From an optimization exercise on the open Yosys and OpenROAD flow, aimed at small area and a short achievable clock period; shortcuts taken in it are not production practice.
Only simulation tests tie the RTL to the original design; equivalence was not proved.
Power is estimated from default activity; no workload was simulated.

`design/flow/flow/run.sh`:
```
#!/bin/bash
# The standard layout (the standard.sh), with every port buffered by a
# buf_4 instead of buffer_ports' default cell. make's output goes to
# standard.log here; each ORFS step's log is under orfs/logs.
set -euo pipefail
export BUFFER_PORTS_ARGS="-buffer_cell sky130_fd_sc_hd__buf_4"
bash standard.sh > standard.log 2>&1
```
`design/flow/standard.sh`:
```
#!/bin/bash
# synth_recipe.tcl (not shown) runs the flow's synth.tcl, then flattens the netlist and writes it again
# the make line also repeats each setting of config.mk as NAME=value (left out here)
make -C /OpenROAD-flow-scripts/flow DESIGN_CONFIG=/design/flow/config.mk WORK_HOME=/design/flow/orfs CLKGATE_MAP_FILE= SYNTH_SCRIPT=/design/flow/synth_recipe.tcl "${@:-finish}"
```
`design/flow/config.mk`:
```
export PLATFORM = sky130hd
export DESIGN_NAME = commit_top
export DESIGN_NICKNAME = commit_top
export VERILOG_FILES = /design/flow/design.v
export SDC_FILE = /design/flow/constraint.sdc
export NUM_CORES = 8
export LEC_CHECK = 0
export CAP_MARGIN = 20
export CORE_MARGIN = 2
export CORE_UTILIZATION = 55
export SETUP_SLACK_MARGIN = 2.5
export SLEW_MARGIN = 20
export TNS_END_PERCENT = 100
```
`design/flow/constraint.sdc`:
```
create_clock -name core_clock -period 7.5 [get_ports {clk}]
set_input_delay 1.5000 -clock core_clock [delete_from_list [all_inputs] [get_ports {clk}]]
set_output_delay 1.5000 -clock core_clock [all_outputs]
set_load 0.01 [all_outputs]
```
`design/flow/design.v`:
```
`timescale 1ns/10ps
package la_pkg;
    typedef enum logic [3:0] {
        op_add,
        op_sub,
        op_and,
        op_or,
        op_xor,
        op_sll,
        op_ld_w,
        op_syscall,
        op_brk,
        op_nop
    } alu_op_e;
    typedef enum logic [6:0] {
        exp_none = 7'h00,
        exp_adef = 7'h08,
        exp_ale  = 7'h09,
        exp_sys  = 7'h0b,
        exp_brk  = 7'h0c,
        exp_tlbr = 7'h3f
    } exp_code_e;
    typedef enum logic [3:0] {
        csr_crmd,
        csr_prmd,
        csr_estat,
        csr_era,
        csr_badv,
        csr_eentry,
        csr_tlbrentry,
        csr_pgdl,
        csr_pgdh,
        csr_pgd
    } csr_sel_e;
endpackage
`timescale 1ns/10ps
import la_pkg::*;
module exec_pair (
    input  logic [3:0]             s0_op,
    input  logic [5-1:0] s0_rj, s0_rk,
    input  logic [32-1:0]       s0_imm, s0_pc,
    input  logic [3:0]             s1_op,
    input  logic [5-1:0] s1_rj, s1_rk,
    output logic [5-1:0] raddr0, raddr1, raddr2, raddr3,
    input  logic [32-1:0]       rdata0, rdata1, rdata2, rdata3,
    output logic [32-1:0]       e0_p, e1_p,
    output logic [32-2:0]       e0_g, e1_g,
    output logic                   e0_cin, e1_cin,
    output logic                   e0_adef, e0_ale, e0_sys, e0_brk, e0_tpre,
    output logic [3:0]             e0_cg,
    output logic [3:1]             e0_cp
);
    function automatic logic [2*32:0] alu_pg(
        input logic [3:0]       op,
        input logic [32-1:0] a,
        input logic [32-1:0] rk,
        input logic [32-1:0] imm
    );
        logic [32-1:0] b, p, g;
        b = (op == op_ld_w) ? imm : (op == op_sub) ? ~rk : rk;
        g = '0;
        case (op)
            op_add, op_sub, op_ld_w: begin
                p = a ^ b;
                g = a & b;
            end
            op_and:  p = a & rk;
            op_or:   p = a | rk;
            op_xor:  p = a ^ rk;
            op_sll:  p = a << rk[4:0];
            default: p = '0;
        endcase
        alu_pg = {p, g, op == op_sub};
    endfunction
    assign raddr0 = s0_rj;
    assign raddr1 = s0_rk;
    assign raddr2 = s1_rj;
    assign raddr3 = s1_rk;
    logic [32-1:0] p0, g0, p1, g1;
    assign {p0, g0, e0_cin} = alu_pg(s0_op, rdata0, rdata1, s0_imm);
    assign {p1, g1, e1_cin} = alu_pg(s1_op, rdata2, rdata3, '0);
    assign e0_p = p0;
    assign e0_g = g0[32-2:0];
    assign e1_p = p1;
    assign e1_g = g1[32-2:0];
    logic       ld;
    logic [1:0] lo;
    assign ld       = s0_op == op_ld_w;
    assign lo       = rdata0[1:0] + s0_imm[1:0];
    assign e0_adef  = s0_pc[1:0] != 2'b00;
    assign e0_ale   = ld && lo != 2'b00;
    assign e0_sys   = s0_op == op_syscall;
    assign e0_brk   = s0_op == op_brk;
    assign e0_tpre  = ld && (p0[31] ^ g0[30]) && (p0[30] ^ g0[29]) && (p0[29] ^ g0[28]);
    logic [27:0] lp, lg;
    assign lp = rdata0[27:0] ^ s0_imm[27:0];
    assign lg = rdata0[27:0] & s0_imm[27:0];
    always_comb begin
        for (int k = 0; k < 4; k++) begin
            logic gk, pk;
            gk = 1'b0;
            pk = 1'b1;
            for (int i = 7 * k; i < 7 * k + 7; i++) begin
                gk = lg[i] | (lp[i] & gk);
                pk = pk & lp[i];
            end
            e0_cg[k] = gk;
            if (k > 0) e0_cp[k] = pk;
        end
    end
endmodule
`timescale 1ns/10ps
module wb_latch (
    input  logic                   clk,
    input  logic                   rst_n,
    input  logic                   flush,
    input  logic                   s0_valid,
    input  logic [5-1:0] s0_rd,
    input  logic [32-1:0]       s0_pc, s0_inst,
    input  logic [32-1:0]       e0_p,
    input  logic [32-2:0]       e0_g,
    input  logic                   e0_cin,
    input  logic                   e0_adef, e0_ale, e0_sys, e0_brk, e0_tpre,
    input  logic [3:0]             e0_cg,
    input  logic [3:1]             e0_cp,
    input  logic                   s1_valid,
    input  logic [5-1:0] s1_rd,
    input  logic [32-1:0]       s1_pc, s1_inst,
    input  logic [32-1:0]       e1_p,
    input  logic [32-2:0]       e1_g,
    input  logic                   e1_cin,
    output logic                   w0_valid,
    output logic [5-1:0] w0_rd,
    output logic [32-1:0]       w0_pc, w0_inst,
    output logic [32-1:0]       w0_p,
    output logic [32-2:0]       w0_g,
    output logic                   w0_cin,
    output logic                   w0_adef, w0_ale, w0_sys, w0_brk, w0_tpre,
    output logic [3:0]             w0_cg,
    output logic [3:1]             w0_cp,
    output logic                   w1_valid,
    output logic [5-1:0] w1_rd,
    output logic [32-1:0]       w1_pc, w1_inst,
    output logic [32-1:0]       w1_p,
    output logic [32-2:0]       w1_g,
    output logic                   w1_cin
);
    always_ff @(posedge clk) begin
        if (!rst_n) begin
            w0_valid <= 1'b0;
            w1_valid <= 1'b0;
        end else begin
            w0_valid <= s0_valid && !flush;
            w1_valid <= s1_valid && !flush;
        end
    end
    always_ff @(posedge clk) begin
        w0_rd   <= s0_rd;
        w0_pc   <= s0_pc;
        w0_inst <= s0_inst;
        w0_p    <= e0_p;
        w0_g    <= e0_g;
        w0_cin  <= e0_cin;
        w0_adef <= e0_adef;
        w0_ale  <= e0_ale;
        w0_sys  <= e0_sys;
        w0_brk  <= e0_brk;
        w0_tpre <= e0_tpre;
        w0_cg   <= e0_cg;
        w0_cp   <= e0_cp;
        w1_rd   <= s1_rd;
        w1_pc   <= s1_pc;
        w1_inst <= s1_inst;
        w1_p    <= e1_p;
        w1_g    <= e1_g;
        w1_cin  <= e1_cin;
    end
endmodule
`timescale 1ns/10ps
module reg_file (
    input  logic                   clk,
    input  logic                   rst_n,
    input  logic [5-1:0] raddr0, raddr1, raddr2, raddr3,
    output logic [32-1:0]       rdata0, rdata1, rdata2, rdata3,
    input  logic                   byp0_valid, byp1_valid,
    input  logic                   wen0, wen1,
    input  logic [5-1:0] waddr0, waddr1,
    input  logic [32-1:0]       wdata0, wdata1
);
    logic [32-1:0] regs [1:32-1];
    logic [32-1:1] hit0, hit1, sel0, sel1, hold;
    always_comb begin
        for (int i = 1; i < 32; i++) begin
            hit0[i] = waddr0 == i[5-1:0];
            hit1[i] = waddr1 == i[5-1:0];
            sel1[i] = rst_n && wen1 && hit1[i];
            sel0[i] = rst_n && wen0 && hit0[i] && !(wen1 && hit1[i]);
            hold[i] = rst_n && !(wen0 && hit0[i]) && !(wen1 && hit1[i]);
        end
    end
    always_ff @(posedge clk) begin
        for (int i = 1; i < 32; i++) begin
            regs[i] <= ({32{sel1[i]}} & wdata1) |
                       ({32{sel0[i]}} & wdata0) |
                       ({32{hold[i]}} & regs[i]);
        end
    end
    logic [32-1:0] rf_all [32];
    always_comb begin
        rf_all[0] = '0;
        for (int i = 1; i < 32; i++) rf_all[i] = regs[i];
    end
    function automatic logic [32-1:0] rd_port(input logic [5-1:0] a);
        logic [32-1:0] l1 [16];
        logic [32-1:0] l2 [8];
        logic [32-1:0] l3 [4];
        logic [32-1:0] l4 [2];
        logic [32-1:0] rf;
        logic b0, b1;
        for (int j = 0; j < 16; j++) l1[j] = a[0] ? rf_all[2*j+1] : rf_all[2*j];
        for (int j = 0; j < 8; j++)  l2[j] = a[1] ? l1[2*j+1] : l1[2*j];
        for (int j = 0; j < 4; j++)  l3[j] = a[2] ? l2[2*j+1] : l2[2*j];
        for (int j = 0; j < 2; j++)  l4[j] = a[3] ? l3[2*j+1] : l3[2*j];
        rf = a[4] ? l4[1] : l4[0];
        b1 = byp1_valid && waddr1 == a;
        b0 = byp0_valid && waddr0 == a;
        rd_port = b1 ? wdata1 : b0 ? wdata0 : rf;
    endfunction
    assign rdata0 = rd_port(raddr0);
    assign rdata1 = rd_port(raddr1);
    assign rdata2 = rd_port(raddr2);
    assign rdata3 = rd_port(raddr3);
endmodule
`timescale 1ns/10ps
import la_pkg::*;
module writeback (
    input  logic                   w0_valid,
    input  logic [5-1:0] w0_rd,
    input  logic [32-1:0]       w0_pc, w0_inst,
    input  logic [32-1:0]       w0_p,
    input  logic [32-2:0]       w0_g,
    input  logic                   w0_cin,
    input  logic                   w0_adef, w0_ale, w0_sys, w0_brk, w0_tpre,
    input  logic [3:0]             w0_cg,
    input  logic [3:1]             w0_cp,
    input  logic                   w1_valid,
    input  logic [5-1:0] w1_rd,
    input  logic [32-1:0]       w1_pc, w1_inst,
    input  logic [32-1:0]       w1_p,
    input  logic [32-2:0]       w1_g,
    input  logic                   w1_cin,
    input  logic [32-1:0]       eentry, tlbrentry,
    output logic                   byp0_valid, byp1_valid,
    output logic                   wen0, wen1,
    output logic [5-1:0] waddr0, waddr1,
    output logic [32-1:0]       wdata0, wdata1,
    output logic                   redirect,
    output logic [32-1:0]       redirect_pc,
    output logic [32-1:0]       era,
    output logic                   era_wen,
    output logic                   store_state,
    output la_pkg::exp_code_e      expcode,
    output logic                   expcode_wen,
    output logic [32-1:0]       badv,
    output logic                   badv_wen,
    output logic                   pgd_wen,
    output logic [32-1:0]       debug0_wb_pc,
    output logic [3:0]             debug0_wb_rf_wen,
    output logic [5-1:0] debug0_wb_rf_wnum,
    output logic [32-1:0]       debug0_wb_rf_wdata, debug0_wb_inst,
    output logic [32-1:0]       debug1_wb_pc,
    output logic [3:0]             debug1_wb_rf_wen,
    output logic [5-1:0] debug1_wb_rf_wnum,
    output logic [32-1:0]       debug1_wb_rf_wdata, debug1_wb_inst
);
    logic [32-1:0] w0_data, w1_data;
    assign w0_data = w0_p + {w0_g, w0_cin};
    assign w1_data = w1_p + {w1_g, w1_cin};
    logic tlbr, ale, exc, has_exc;
    logic c28;
    assign c28     = w0_cg[3] | (w0_cp[3] & w0_cg[2]) | (w0_cp[3] & w0_cp[2] & w0_cg[1]) |
                     (w0_cp[3] & w0_cp[2] & w0_cp[1] & w0_cg[0]);
    assign tlbr    = w0_tpre && (w0_p[28] ^ c28);
    assign ale     = w0_ale;
    assign exc     = w0_adef || tlbr || ale || w0_sys || w0_brk;
    assign has_exc = w0_valid && exc;
    always_comb begin
        if (w0_adef)     expcode = exp_adef;
        else if (tlbr)   expcode = exp_tlbr;
        else if (ale)    expcode = exp_ale;
        else if (w0_sys) expcode = exp_sys;
        else             expcode = exp_brk;
    end
    assign redirect    = has_exc;
    assign redirect_pc = (!w0_adef && tlbr) ? tlbrentry : eentry;
    assign era         = w0_pc;
    assign era_wen     = has_exc;
    assign store_state = has_exc;
    assign expcode_wen = has_exc;
    assign badv        = w0_adef ? w0_pc : w0_data;
    assign badv_wen    = has_exc && (w0_adef || tlbr || ale);
    assign pgd_wen     = badv_wen;
    assign byp0_valid = w0_valid && w0_rd != '0;
    assign byp1_valid = w1_valid && w1_rd != '0;
    assign wen0       = byp0_valid && !exc;
    assign wen1       = byp1_valid && !has_exc;
    assign waddr0     = w0_rd;
    assign waddr1     = w1_rd;
    assign wdata0     = w0_data;
    assign wdata1     = w1_data;
    assign debug0_wb_pc       = w0_pc;
    assign debug0_wb_rf_wen   = {4{wen0}};
    assign debug0_wb_rf_wnum  = w0_rd;
    assign debug0_wb_rf_wdata = w0_data;
    assign debug0_wb_inst     = w0_inst;
    assign debug1_wb_pc       = w1_pc;
    assign debug1_wb_rf_wen   = {4{wen1}};
    assign debug1_wb_rf_wnum  = w1_rd;
    assign debug1_wb_rf_wdata = w1_data;
    assign debug1_wb_inst     = w1_inst;
endmodule
`timescale 1ns/10ps
import la_pkg::*;
module csr_file (
    input  logic              clk,
    input  logic              rst_n,
    input  logic              csr_we,
    input  logic [3:0]        csr_sel,
    input  logic [32-1:0]  csr_wdata,
    output logic [32-1:0]  csr_rdata,
    input  logic [32-1:0]  era,
    input  logic              era_wen,
    input  logic              store_state,
    input  la_pkg::exp_code_e expcode,
    input  logic              expcode_wen,
    input  logic [32-1:0]  badv,
    input  logic              badv_wen,
    input  logic              pgd_wen,
    output logic [32-1:0]  eentry,
    output logic [32-1:0]  tlbrentry
);
    localparam int IE_BIT    = 2;    
    localparam int ECODE_LSB = 16;
    logic [32-1:0] crmd, prmd, estat;
    logic [32-1:0] era_r, badv_r;
    logic [32-1:0] pgdl, pgdh, pgd;
    logic [9:0] we;
    always_comb begin
        for (int k = 0; k < 10; k++) we[k] = csr_we && csr_sel == k[3:0];
    end
    logic [32-1:0] crmd_um, prmd_um, estat_um;
    assign crmd_um  = {{(32-IE_BIT-1){1'b0}}, store_state, {IE_BIT{1'b0}}};
    assign prmd_um  = crmd_um;
    assign estat_um = {{(32-ECODE_LSB-7){1'b0}}, {7{expcode_wen}}, {ECODE_LSB{1'b0}}};
    function automatic logic [32-1:0] nxt(
        input logic [32-1:0] q,
        input logic             w,
        input logic [32-1:0] um,
        input logic [32-1:0] uval
    );
        logic [32-1:0] sw, sh, su;
        su  = {32{rst_n}} & um;
        sw  = {32{rst_n && w}} & ~um;
        sh  = {32{rst_n && !w}} & ~um;
        nxt = (su & uval) | (sw & csr_wdata) | (sh & q);
    endfunction
    logic [32-1:0] pgd_src;
    assign pgd_src = badv[31] ? pgdh : pgdl;   
    always_ff @(posedge clk) begin
        crmd      <= nxt(crmd, we[0], crmd_um, '0) | {{(32-IE_BIT-1){1'b0}}, !rst_n, {IE_BIT{1'b0}}};
        prmd      <= nxt(prmd, we[1], prmd_um, crmd);
        estat     <= nxt(estat, we[2], estat_um, {{(32-ECODE_LSB-7){1'b0}}, expcode, {ECODE_LSB{1'b0}}});
        era_r     <= nxt(era_r, we[3], {32{era_wen}}, era);
        badv_r    <= nxt(badv_r, we[4], {32{badv_wen}}, badv);
        eentry    <= nxt(eentry, we[5], '0, '0);
        tlbrentry <= nxt(tlbrentry, we[6], '0, '0);
        pgdl      <= nxt(pgdl, we[7], '0, '0);
        pgdh      <= nxt(pgdh, we[8], '0, '0);
        pgd       <= nxt(pgd, we[9], {32{pgd_wen}}, pgd_src);
    end
    always_comb begin
        case (csr_sel)
            csr_crmd:      csr_rdata = crmd;
            csr_prmd:      csr_rdata = prmd;
            csr_estat:     csr_rdata = estat;
            csr_era:       csr_rdata = era_r;
            csr_badv:      csr_rdata = badv_r;
            csr_eentry:    csr_rdata = eentry;
            csr_tlbrentry: csr_rdata = tlbrentry;
            csr_pgdl:      csr_rdata = pgdl;
            csr_pgdh:      csr_rdata = pgdh;
            csr_pgd:       csr_rdata = pgd;
            default:       csr_rdata = '0;
        endcase
    end
endmodule
`timescale 1ns/10ps
import la_pkg::*;
module commit_top (
    input  logic                   clk,
    input  logic                   rst_n,
    input  logic                   s0_valid,
    input  logic [3:0]             s0_op,
    input  logic [5-1:0] s0_rj, s0_rk, s0_rd,
    input  logic [32-1:0]       s0_imm, s0_pc, s0_inst,
    input  logic                   s1_valid,
    input  logic [3:0]             s1_op,
    input  logic [5-1:0] s1_rj, s1_rk, s1_rd,
    input  logic [32-1:0]       s1_imm, s1_pc, s1_inst,
    input  logic                   csr_we,
    input  logic [3:0]             csr_sel,
    input  logic [32-1:0]       csr_wdata,
    output logic [32-1:0]       csr_rdata,
    output logic                   redirect,
    output logic [32-1:0]       redirect_pc,
    output logic [32-1:0]       debug0_wb_pc,
    output logic [3:0]             debug0_wb_rf_wen,
    output logic [5-1:0] debug0_wb_rf_wnum,
    output logic [32-1:0]       debug0_wb_rf_wdata, debug0_wb_inst,
    output logic [32-1:0]       debug1_wb_pc,
    output logic [3:0]             debug1_wb_rf_wen,
    output logic [5-1:0] debug1_wb_rf_wnum,
    output logic [32-1:0]       debug1_wb_rf_wdata, debug1_wb_inst
);
    logic [5-1:0] raddr0, raddr1, raddr2, raddr3;
    logic [32-1:0]       rdata0, rdata1, rdata2, rdata3;
    logic                   wen0, wen1;
    logic [5-1:0] waddr0, waddr1;
    logic [32-1:0]       wdata0, wdata1;
    logic [32-1:0]       e0_p, e1_p;
    logic [32-2:0]       e0_g, e1_g;
    logic                   e0_cin, e1_cin;
    logic                   e0_adef, e0_ale, e0_sys, e0_brk, e0_tpre;
    logic [3:0]             e0_cg, w0_cg;
    logic [3:1]             e0_cp, w0_cp;
    logic                   w0_valid, w1_valid;
    logic [5-1:0] w0_rd, w1_rd;
    logic [32-1:0]       w0_pc, w0_inst, w0_p;
    logic [32-1:0]       w1_pc, w1_inst, w1_p;
    logic [32-2:0]       w0_g, w1_g;
    logic                   w0_cin, w1_cin;
    logic                   w0_adef, w0_ale, w0_sys, w0_brk, w0_tpre;
    logic                   byp0_valid, byp1_valid;
    logic [32-1:0]       era, badv, eentry, tlbrentry;
    logic                   era_wen, store_state, expcode_wen, badv_wen, pgd_wen;
    la_pkg::exp_code_e      expcode;
    exec_pair u_exec_pair (.*);
    wb_latch u_wb_latch (
        .flush (redirect),
        .*
    );
    reg_file u_reg_file (.*);
    writeback u_writeback (.*);
    csr_file u_csr_file (.*);
endmodule
```
==> results of run 1 <==
[metal layers]
metal,wire [um],global-route usage,up-vias,part of all wire
met1,183200,0.6636,52670,0.32
met2,214900,0.7371,11910,0.37
met4,63210,0.4667,80,0.11
met3,110000,0.3452,3639,0.19
met5,2330,0.03150,-,0.0041
li1,-,-,40190,-
[synthesized netlist by cell type, types with 26 or more instances]
master    count
nand2_1    1017
nor2b_1      48
o211ai_1     79
buf_2       164
clkbuf_1    853
mux2_2      237
xnor2_1     141
a21oi_1     355
a22o_1      332
ha_1         89
a211oi_1    118
a32oi_1      32
mux2i_1     331
o21ai_1      50
a221o_1      29
o221ai_1    666
mux4_2     1013
a22oi_1     519
a221oi_1     75
inv_1       167
nand2b_1     51
o22ai_1      57
nand3_1      77
dfxtp_1    1592
nor4_1       26
o21ai_0     601
xor2_1       49
a21o_1       26
a222oi_1     35
buf_1        77
or3_1        26
buf_4        52
buf_6        34
a211o_1      42
nor3_1      122
and3_1       54
nand4_1      57
nor2_1      344
[area by class of cell]
type                            instances  area, um2
Antenna cell                           52      130.1
Sequential cell                      1592      31890
Clock buffer                          257       5235
Multi-Input combinational cell       7027      67870
Inverter                              173      732.0
Clock inverter                         77       1095
Tap cell                             2480       3103
Timing Repair Buffer                 1251      11630
Fill cell                           14600      63160
[what timing repair did]
| item | CTS | global route |
|---|---|---|
| pin swaps | 73 | 70 |
| endpoints found under the setup margin | 731 | 135 |
| resized for setup | 399 | 281 |
| setup buffers | 102 | 92 |
| gates cloned | 34 | 19 |
[logic make-up (layout without fill, tap and decap cells)]
kind of cell	Yosys count	count (layout)
AO/OA/AOI/OAI	3204	3207
XOR/XNOR	195	195
adder cells (fa/ha/maj)	105	105
buffers and inverters	1377	1758
flip-flops	1592	1592
multiplexers	1601	1601
other	0	52
AND/OR/NAND/NOR	1913	1919
[power by group]
part           total, mW  switching (mW)  internal (mW)
clock network       9.58            4.09           5.49
registers           8.64          0.0790           8.57
logic               3.59            2.48           1.12
total               21.8            6.64           15.2
[through the flow]
stage | power (mW) | cell area (um2) | std cells | utilization
after CTS | 21.29 | 119100 | 12740 | 0.6445
after global routing | 21.97 | 121600 | 12880 | 0.6579
after floorplan | 10.40 | 102100 | 9987 | -
after detailed placement | 11.75 | 109400 | 12270 | 0.5921
after global placement | 11.72 | 109400 | 12270 | 0.5920
final | 21.81 | 121700 | 12910 | 0.6583
[critical path, delay by kind of cell]
| kind | cells | cell delay, ns |
|---|---|---|
| multiplexers | 1 | 0.30 |
| AND/OR/NAND/NOR | 3 | 0.85 |
| XOR/XNOR | 1 | 0.19 |
| AO/OA/AOI/OAI | 7 | 2.23 |
| buffers and inverters | 3 | 0.78 |
[final timing paths]
kind                             startpoint                            to  cells past startpoint
min            u_csr_file.estat[19]$_DFF_P_  u_csr_file.estat[19]$_DFF_P_                      2
min reg2reg    u_csr_file.estat[19]$_DFF_P_  u_csr_file.estat[19]$_DFF_P_                      2
max reg2reg  u_wb_latch.w0_g[12]$_SDFF_PN0_    u_wb_latch.w0_tpre$_DFF_P_                     17
max                                s0_rj[2]    u_wb_latch.w0_tpre$_DFF_P_                     15
==> out/results.ini, run 1 <==
[final_layout]
largest_register_ff_count = 992
synthToLayoutAreaGrowth_pct = 19.19
drive_above_1_share = 0.3276
nNetsFinal = 10590
top_register = u_reg_file.regs
layout_common_cells = dfxtp_1 (1,578), buf_4 (1,071), mux4_2 (1,013)
final_common_cell = dfxtp_1

[global_routing]
grtUsageTotal = 0.5707
gr-total-overflow = 0
grt_pass1_wl_um = 767100
grt_pass1_vias = 98280
antenna_found_initial = 67
grt_max_degree = 74

[clock_network]
clk_pin_slew_ns = 0.06
cts-root-buf = clkbuf_16
cts_buffers = 179
cts_hold_buf = 0
clk_latency_ns = 0.89
clock_sinks = 1592
cts_tree = built
cts.path.max_buffers = 3
cts_max_level = 4

[placed_design]
dp_hpwl_um = 348000
place_ws_ns = 0.8040
routabilityCongestion = 1.046
io_buffers = 513

[sta]
finalSetupTns_ns = 0
slew_headroom = 0.1034
whs_ns = 0.4759
finalSetupViolations = 0
worst_pin_slew_ns = 1.341
period_share = 0.6972
rsz0062_at_grt = true
period_minus_slack_ns = 5.229
finClkSkew_ns = 0.06711
final_hold_viol_count = 0
fmax_mhz = 191.2
final.setup.worst_slack_ns = 2.271
final_max_slew_viol_count = 0

[logic_synthesis]
synth_top_area_share = 0.3122
synth.area.mux_share = 0.2868
syn_area_um2 = 102100
syn_inst = 9987
synth_compound_area_frac = 0.2284
synth-edff-count = 0
synth_top_family_by_area = multiplexers
syn_nets = 10350
synth_area_leaders = dfxtp_1 (31%), mux4_2 (22%), o221ai_1 (5.7%), a22oi_1 (3.8%), nand2_1 (3.7%)
yosys.area.top_type = dfxtp_1
synth_xor_area_frac = 0.01710
seq_area_frac_synth = 0.3122
synth_simple_gate_area_share = 0.08304
synthFlopType = dfxtp_1
syn_avg_cell_area_um2 = 10.22
ys.warnings.count = 23
ys_types = 117
synth_adder_area_share = 0.01277
synth-seq-cells = 1592
synth-async-reset-ratio = 0

[worst_setup_path]
end_kind = flop
worst_setup_path_start_kind = input pin
reg2reg_slack_ns = 2.40
path_max_fanout = 43
crit_path_cell_trace = buf_12 > buf_6 > nand2_1 > o22ai_1 > a211oi_1 > buf_4 > o31ai_1 > a21oi_1 > a221o_1 > mux2_4 > nand3_2 > o2111ai_1 > a221o_1 > xor2_1 > nor4_2
arrival_ns = 6.00
cp.required_ns = 8.27
critPathMaxStageDelay_ns = 0.62
crit_path_frequent_cell = a221o_1
crit_type = input pin to flop
cpMaxStageDelayCell = nand2_1

[power]
peakVddDrop_v = 0.0001795
power_leakage_nw = 44.18
powerDensity_nw_per_um2 = 179.3

[floorplan]
io_pins = 546
rows = 158
core-area_um2 = 184800
die_h_um = 434.8
fp.dieW_um = 434.8
start_util = 0.5523
fp.dieArea_um2 = 189100

[drt]
ant_nets = 0
wl_per_cell_um = 44.44
drt_wl_total_um = 573600
vias = 108500
dr.pass1.iters = 13
drt-initial-drc-count = 22990
vias_per_cell = 8.404
drc = 0

[hold_path]
holdCritPathClass = flop to flop

[flow_run]
max_cap_violations = 0

[outcome]
status = no timing/DRC/antenna violations

==> run 2: changes to the inputs <==
--- a/design/flow/design.v
+++ b/design/flow/design.v
@@ -46,6 +46,8 @@
     output logic [32-1:0]       e0_p, e1_p,
     output logic [32-2:0]       e0_g, e1_g,
     output logic                   e0_cin, e1_cin,
+    output logic [7:0]             e0_bg, e1_bg,
+    output logic [7:1]             e0_bp, e1_bp,
     output logic                   e0_adef, e0_ale, e0_sys, e0_brk, e0_tpre,
     output logic [3:0]             e0_cg,
     output logic [3:1]             e0_cp
@@ -79,6 +81,22 @@
     logic [32-1:0] p0, g0, p1, g1;
     assign {p0, g0, e0_cin} = alu_pg(s0_op, rdata0, rdata1, s0_imm);
     assign {p1, g1, e1_cin} = alu_pg(s1_op, rdata2, rdata3, '0);
+    function automatic logic [14:0] blk_gp(
+        input logic [32-1:0] p,
+        input logic [32-1:0] g,
+        input logic             cin
+    );
+        logic [7:0] bg, bp;
+        for (int k = 0; k < 8; k++) begin
+            bg[k] = g[4*k+3] | (p[4*k+3] & g[4*k+2]) | (p[4*k+3] & p[4*k+2] & g[4*k+1]) |
+                    (p[4*k+3] & p[4*k+2] & p[4*k+1] & g[4*k]);
+            bp[k] = p[4*k+3] & p[4*k+2] & p[4*k+1] & p[4*k];
+        end
+        bg[0] = bg[0] | (bp[0] & cin);
+        blk_gp = {bg, bp[7:1]};
+    endfunction
+    assign {e0_bg, e0_bp} = blk_gp(p0, g0, e0_cin);
+    assign {e1_bg, e1_bp} = blk_gp(p1, g1, e1_cin);
     assign e0_p = p0;
     assign e0_g = g0[32-2:0];
     assign e1_p = p1;
@@ -120,6 +138,8 @@
     input  logic [32-1:0]       e0_p,
     input  logic [32-2:0]       e0_g,
     input  logic                   e0_cin,
+    input  logic [7:0]             e0_bg,
+    input  logic [7:1]             e0_bp,
     input  logic                   e0_adef, e0_ale, e0_sys, e0_brk, e0_tpre,
     input  logic [3:0]             e0_cg,
     input  logic [3:1]             e0_cp,
@@ -129,12 +149,16 @@
     input  logic [32-1:0]       e1_p,
     input  logic [32-2:0]       e1_g,
     input  logic                   e1_cin,
+    input  logic [7:0]             e1_bg,
+    input  logic [7:1]             e1_bp,
     output logic                   w0_valid,
     output logic [5-1:0] w0_rd,
     output logic [32-1:0]       w0_pc, w0_inst,
     output logic [32-1:0]       w0_p,
     output logic [32-2:0]       w0_g,
     output logic                   w0_cin,
+    output logic [7:0]             w0_bg,
+    output logic [7:1]             w0_bp,
     output logic                   w0_adef, w0_ale, w0_sys, w0_brk, w0_tpre,
     output logic [3:0]             w0_cg,
     output logic [3:1]             w0_cp,
@@ -143,7 +167,9 @@
     output logic [32-1:0]       w1_pc, w1_inst,
     output logic [32-1:0]       w1_p,
     output logic [32-2:0]       w1_g,
-    output logic                   w1_cin
+    output logic                   w1_cin,
+    output logic [7:0]             w1_bg,
+    output logic [7:1]             w1_bp
 );
     always_ff @(posedge clk) begin
         if (!rst_n) begin
@@ -161,6 +187,8 @@
         w0_p    <= e0_p;
         w0_g    <= e0_g;
         w0_cin  <= e0_cin;
+        w0_bg   <= e0_bg;
+        w0_bp   <= e0_bp;
         w0_adef <= e0_adef;
         w0_ale  <= e0_ale;
         w0_sys  <= e0_sys;
@@ -174,6 +202,8 @@
         w1_p    <= e1_p;
         w1_g    <= e1_g;
         w1_cin  <= e1_cin;
+        w1_bg   <= e1_bg;
+        w1_bp   <= e1_bp;
     end
 endmodule
 `timescale 1ns/10ps
@@ -240,6 +270,8 @@
     input  logic [32-1:0]       w0_p,
     input  logic [32-2:0]       w0_g,
     input  logic                   w0_cin,
+    input  logic [7:0]             w0_bg,
+    input  logic [7:1]             w0_bp,
     input  logic                   w0_adef, w0_ale, w0_sys, w0_brk, w0_tpre,
     input  logic [3:0]             w0_cg,
     input  logic [3:1]             w0_cp,
@@ -249,6 +281,8 @@
     input  logic [32-1:0]       w1_p,
     input  logic [32-2:0]       w1_g,
     input  logic                   w1_cin,
+    input  logic [7:0]             w1_bg,
+    input  logic [7:1]             w1_bp,
     input  logic [32-1:0]       eentry, tlbrentry,
     output logic                   byp0_valid, byp1_valid,
     output logic                   wen0, wen1,
@@ -274,8 +308,40 @@
     output logic [32-1:0]       debug1_wb_rf_wdata, debug1_wb_inst
 );
     logic [32-1:0] w0_data, w1_data;
-    assign w0_data = w0_p + {w0_g, w0_cin};
-    assign w1_data = w1_p + {w1_g, w1_cin};
+    function automatic logic [32-1:0] resolve(
+        input logic [32-1:0] p,
+        input logic [32-2:0] g,
+        input logic             cin,
+        input logic [7:0]       bg,
+        input logic [7:1]       bp
+    );
+        logic [7:0] g1, p1, g2, p2, bc;
+        logic [32-1:0] c;
+        g1[0] = bg[0];
+        p1[0] = 1'b0;
+        for (int k = 1; k < 8; k++) begin
+            g1[k] = bg[k] | (bp[k] & bg[k-1]);
+            p1[k] = bp[k] & ((k > 1) ? bp[k-1] : 1'b0);
+        end
+        for (int k = 0; k < 8; k++) begin
+            g2[k] = (k >= 2) ? (g1[k] | (p1[k] & g1[k-2])) : g1[k];
+            p2[k] = (k >= 2) ? (p1[k] & p1[k-2]) : p1[k];
+        end
+        bc[0] = cin;
+        for (int k = 1; k < 8; k++) begin
+            bc[k] = (k >= 5) ? (g2[k-1] | (p2[k-1] & g2[k-5])) : g2[k-1];
+        end
+        for (int k = 0; k < 8; k++) begin
+            c[4*k]   = bc[k];
+            c[4*k+1] = g[4*k] | (p[4*k] & bc[k]);
+            c[4*k+2] = g[4*k+1] | (p[4*k+1] & g[4*k]) | (p[4*k+1] & p[4*k] & bc[k]);
+            c[4*k+3] = g[4*k+2] | (p[4*k+2] & g[4*k+1]) | (p[4*k+2] & p[4*k+1] & g[4*k]) |
+                       (p[4*k+2] & p[4*k+1] & p[4*k] & bc[k]);
+        end
+        resolve = p ^ c;
+    endfunction
+    assign w0_data = resolve(w0_p, w0_g, w0_cin, w0_bg, w0_bp);
+    assign w1_data = resolve(w1_p, w1_g, w1_cin, w1_bg, w1_bp);
     logic tlbr, ale, exc, has_exc;
     logic c28;
     assign c28     = w0_cg[3] | (w0_cp[3] & w0_cg[2]) | (w0_cp[3] & w0_cp[2] & w0_cg[1]) |
@@ -432,6 +498,8 @@
     logic                   e0_cin, e1_cin;
     logic                   e0_adef, e0_ale, e0_sys, e0_brk, e0_tpre;
     logic [3:0]             e0_cg, w0_cg;
+    logic [7:0]             e0_bg, e1_bg, w0_bg, w1_bg;
+    logic [7:1]             e0_bp, e1_bp, w0_bp, w1_bp;
     logic [3:1]             e0_cp, w0_cp;
     logic                   w0_valid, w1_valid;
     logic [5-1:0] w0_rd, w1_rd;
--- a/design/flow/config.mk
+++ b/design/flow/config.mk
@@ -7,7 +7,9 @@
 export LEC_CHECK = 0
 export CAP_MARGIN = 20
 export CORE_MARGIN = 2
-export CORE_UTILIZATION = 55
-export SETUP_SLACK_MARGIN = 2.5
+export CORE_UTILIZATION = 52
+export CTS_CLUSTER_DIAMETER = 100
+export CTS_CLUSTER_SIZE = 20
+export SETUP_SLACK_MARGIN = 2.75
 export SLEW_MARGIN = 20
 export TNS_END_PERCENT = 100
==> out/results.ini, run 2 <==
[drt]
drt_wl_total_um = 643200  ; +12%
drt-initial-drc-count = 30290  ; +32%
dr.pass1.iters = 23  ; +10
vias = 115500  ; +6.5%
wl_per_cell_um = 49.30  ; +11%
drc = 0  ; unchanged
vias_per_cell = 8.855  ; +5.4%
ant_nets = 0  ; unchanged

[floorplan]
core-area_um2 = 192800  ; +4.3%
fp.dieArea_um2 = 197900  ; +4.7%
die_h_um = 444.9  ; +2.3%
fp.dieW_um = 444.9  ; +2.3%
start_util = 0.5242  ; -0.02805
io_pins = 546  ; unchanged
rows = 161  ; +1.9%

[final_layout]
layout_common_cells = dfxtp_1 (1,594), buf_4 (1,136), nand2_1 (1,088)
multiInputGateArea_um2 = 65860  ; -3.0%
final_common_cell = dfxtp_1
seqCellArea_um2 = 32130  ; +0.75%
top_register = u_reg_file.regs
fillers = 16000  ; +9.6%
synthToLayoutAreaGrowth_pct = 18.22
nNetsFinal = 10700  ; +1.0%
largest_register_ff_count = 992  ; unchanged
drive_above_1_share = 0.3131  ; -0.01440

[placed_design]
io_buffers = 513  ; unchanged
dp_hpwl_um = 401500  ; +15%
place_ws_ns = 0.7511  ; -0.05289 ns
routabilityCongestion = 1.107  ; +5.9%

[logic_synthesis]
syn_inst = 10070  ; +0.83%
ys_types = 93  ; -21%
synth.most_common_cell = dfxtp_1
syn_nets = 10390  ; +0.34%
syn_avg_cell_area_um2 = 10.04  ; -1.8%
yosys.area.top_type = dfxtp_1
synth-edff-count = 0  ; unchanged
synthFlopType = dfxtp_1
ys.warnings.count = 23  ; unchanged
synth_top_area_share = 0.3177  ; +0.005535
synth_area_leaders = dfxtp_1 (32%), mux4_2 (22%), o221ai_1 (6.4%), nand2_1 (4.1%), a222oi_1 (3.5%)
netlist_top_cells_count = dfxtp_1 (1,604), nand2_1 (1,114), mux4_2 (967), clkbuf_1 (820), o221ai_1 (744)
synth-seq-cells = 1604  ; +0.75%
synth-async-reset-ratio = 0  ; unchanged
seq_area_frac_synth = 0.3177  ; +0.005535
syn_area_um2 = 101100  ; -1.0%

[global_routing]
antenna_found_initial = 85  ; +27%
gr-total-overflow = 0  ; unchanged
grt_pass1_wl_um = 852800  ; +11%
grt_pass1_vias = 101900  ; +3.7%
grt_max_degree = 54  ; -27%
grtUsageTotal = 0.6182  ; +0.04744

[worst_setup_path]
end_kind = flop
crit_type = input pin to flop
cpMaxStageDelayCell = o221ai_1
path_buf_inv = 4  ; +1
arrival_ns = 5.82  ; -0.18 ns
cp_top_family = compound AO/OA/AOI/OAI gates
crit_path_cell_trace = buf_12 > buf_6 > nand3b_1 > o221ai_1 > nor3_1 > buf_4 > nor2_2 > buf_4 > a21oi_1 > o221ai_1 > mux2i_1 > a21o_1 > and2_1 > a221o_1
worst_setup_path_start_kind = input pin
cp.required_ns = 8.25  ; -0.02 ns
critPathMaxStageDelay_ns = 0.76  ; +0.14 ns
path_max_fanout = 31  ; -28%

[sta]
finalSetupViolations = 0  ; unchanged
period_minus_slack_ns = 5.076  ; -0.1531 ns
final.setup.worst_slack_ns = 2.424  ; +0.1531 ns
finalSetupTns_ns = 0  ; unchanged
fmax_mhz = 197.0  ; +3.0%
period_share = 0.6768  ; -0.02041
final_hold_viol_count = 0  ; unchanged
rsz0062_at_grt = true
finClkSkew_ns = 0.07693  ; +0.009817 ns
worst_pin_slew_ns = 1.352  ; +0.01112 ns
final_max_slew_viol_count = 0  ; unchanged
slew_headroom = 0.09890  ; -0.004541

[clock_network]
clk_latency_ns = 0.92  ; +0.03 ns
cts-root-buf = clkbuf_16
cts_buffers = 94  ; -47%
cts.path.max_buffers = 3  ; unchanged
clock_sinks = 1604  ; +0.75%
clk_pin_slew_ns = 0.08  ; +0.02 ns
cts_tree = built
cts_max_level = 3  ; -1

[power]
p_sw_frac = 0.3598  ; +0.05535
seq_power_share = 0.447  ; +0.051
power_leakage_nw = 45.22  ; +2.3%
p_sw_mw = 7.041  ; +6.0%
internal-power_mw = 12.53  ; -17%
combPwrFrac = 0.254  ; +0.089
clkPwrFrac = 0.298  ; -0.141
powerDensity_nw_per_um2 = 163.8  ; -8.6%
peakVddDrop_v = 0.0002306  ; +28%
total_power_mw = 19.57  ; -10%

[outcome]
status = no timing/DRC/antenna violations

[hold_path]
holdCritPathClass = flop to flop

[flow_run]
max_cap_violations = 0  ; unchanged

## run 2: cell count changes after synthesis, sizes merged, moves of 97 or more
| cell | previous run | this run |
|---|---|---|
| a21oi | 355 | 240 |
| a222oi | 35 | 358 |
| a22oi | 520 | 121 |
| inv | 172 | 396 |
| nand2 | 1017 | 1114 |
| nor2 | 347 | 514 |
| o21ai | 658 | 296 |
## run 2: final timing paths
| check | from | to | slack (ns) | cells after the start |
|---|---|---|---|---|
| worst max-delay path | s0_rj[3] | u_wb_latch.w0_bg[5]$_DFF_P_ | 2.42 | 14 |
| worst min register to register | u_csr_file.crmd[7]$_DFF_P_ | u_csr_file.crmd[7]$_DFF_P_ | 0.48 | 1 |
| worst min-delay path | u_csr_file.crmd[7]$_DFF_P_ | u_csr_file.crmd[7]$_DFF_P_ | 0.48 | 1 |
| worst max register to register | u_wb_latch.w0_bp[1]$_DFF_P_ | u_wb_latch.w0_bg[6]$_DFF_P_ | 2.55 | 17 |
## run 2: what timing repair did
action / 4_1_cts / 5_1_grt
cloned: 37 / 26
gates resized for setup: 389 / 293
endpoints found under the setup margin: 1144 / 173
buffers inserted: 111 / 97
pin swaps: 56 / 64
hold buffers: 0 / 0
## run 2: layout make-up
type | instances | area share
Antenna cell | 116 | 0.002430
Timing Repair Buffer | 1393 | 0.1147
Clock inverter | 18 | 0.002817
Inverter | 402 | 0.01344
Sequential cell | 1604 | 0.2689
Clock buffer | 101 | 0.02008
Multi-Input combinational cell | 6886 | 0.5512
Tap cell | 2526 | 0.02645
## run 2: logic make-up (layout without fill, tap and decap cells)
| group | Yosys count | after routing | share of synthesized area |
|---|---|---|---|
| AOI/OAI and AO/OA | 2827 | 2827 | 0.2248 |
| xor gates and xnor gates | 175 | 175 | 0.01517 |
| adders and majority gates | 48 | 48 | 0.005918 |
| buffers and inverters | 1584 | 1914 | 0.06355 |
| DFF | 1604 | 1604 | 0.3177 |
| muxes | 1511 | 1511 | 0.2721 |
| other | 0 | 116 | 0 |
| and+or+nand+nor | 2321 | 2325 | 0.1008 |
## run 2: worst reg2reg max path: cells and delay by family, from the launching register on
| kind | cells | cell delay (ns) |
|---|---|---|
| XOR/XNOR | 1 | 0.20 |
| AO/OA/AOI/OAI | 8 | 2.45 |
| buffers and inverters | 5 | 1.15 |
| multiplexers | 1 | 0.14 |
| flip-flops | 1 | 0.50 |
| AND/OR/NAND/NOR | 2 | 0.38 |
## run 2: stage by stage
stage,util,cell area (um2),hold WS (ns),instances
2_1_floorplan,-,102400,0.4358,10070
3_3_place_gp,0.5697,109800,0.4496,12540
3_5_place_dp,0.5699,109900,0.4578,12540
4_1_cts,0.6035,116300,0.4816,12810
5_1_grt,0.6187,119300,0.4970,12970
6_report,0.6198,119500,0.4820,13050
## run 2: power by group through the flow
stage,clock network (mW),registers [mW],logic (mW)
4_1_cts,5.70,8.74,4.27
5_1_grt,5.99,8.77,4.79
3_5_place_dp,0,8.94,3.94
3_3_place_gp,0,8.94,3.92
6_report,5.83,8.76,4.98
2_1_floorplan,0,8.92,2.04
## run 2: layer usage
metal	up-vias	global-route usage	wire, um
met3	5104	0.4338	128900
met5	-	0.1082	3019
met4	76	0.5552	83080
met2	14140	0.7736	232400
met1	55480	0.6743	195700
li1	40730	-	-

[what the ideal ports hide]
How much do the figures lean on ideal ports? The routed layouts below were timed once more, with nothing changed but the port constraints. Step 1 sets driving cells, clkbuf_16 on the clock port and buf_2 on the other inputs (assumed; they add their load-dependent delay and slew). Step 2 moves the port delays by t, midway between the first and last clock arrival at a register: inputs arrive t later, outputs are due t later. That takes back most of the time a late clock gives input paths. Three values: no drivers, after step 1, after step 2; two values: the first two.
run | shift t [ns] | slack for setup (ns) | worst register clock-pin slew, ns | cell pins on the clock port's net
run 1 | 0.960 | 2.271 / 2.066 / 1.107 | 0.07 / 0.07 | 1
run 2 | 0.978 | 2.424 / 2.100 / 1.122 | 0.11 / 0.11 | 1
After both steps setup and hold are still met in every run listed. For run 2, which loses most, drivers alone change the setup slack by -0.324 ns; drivers and shift together by -1.302 ns.
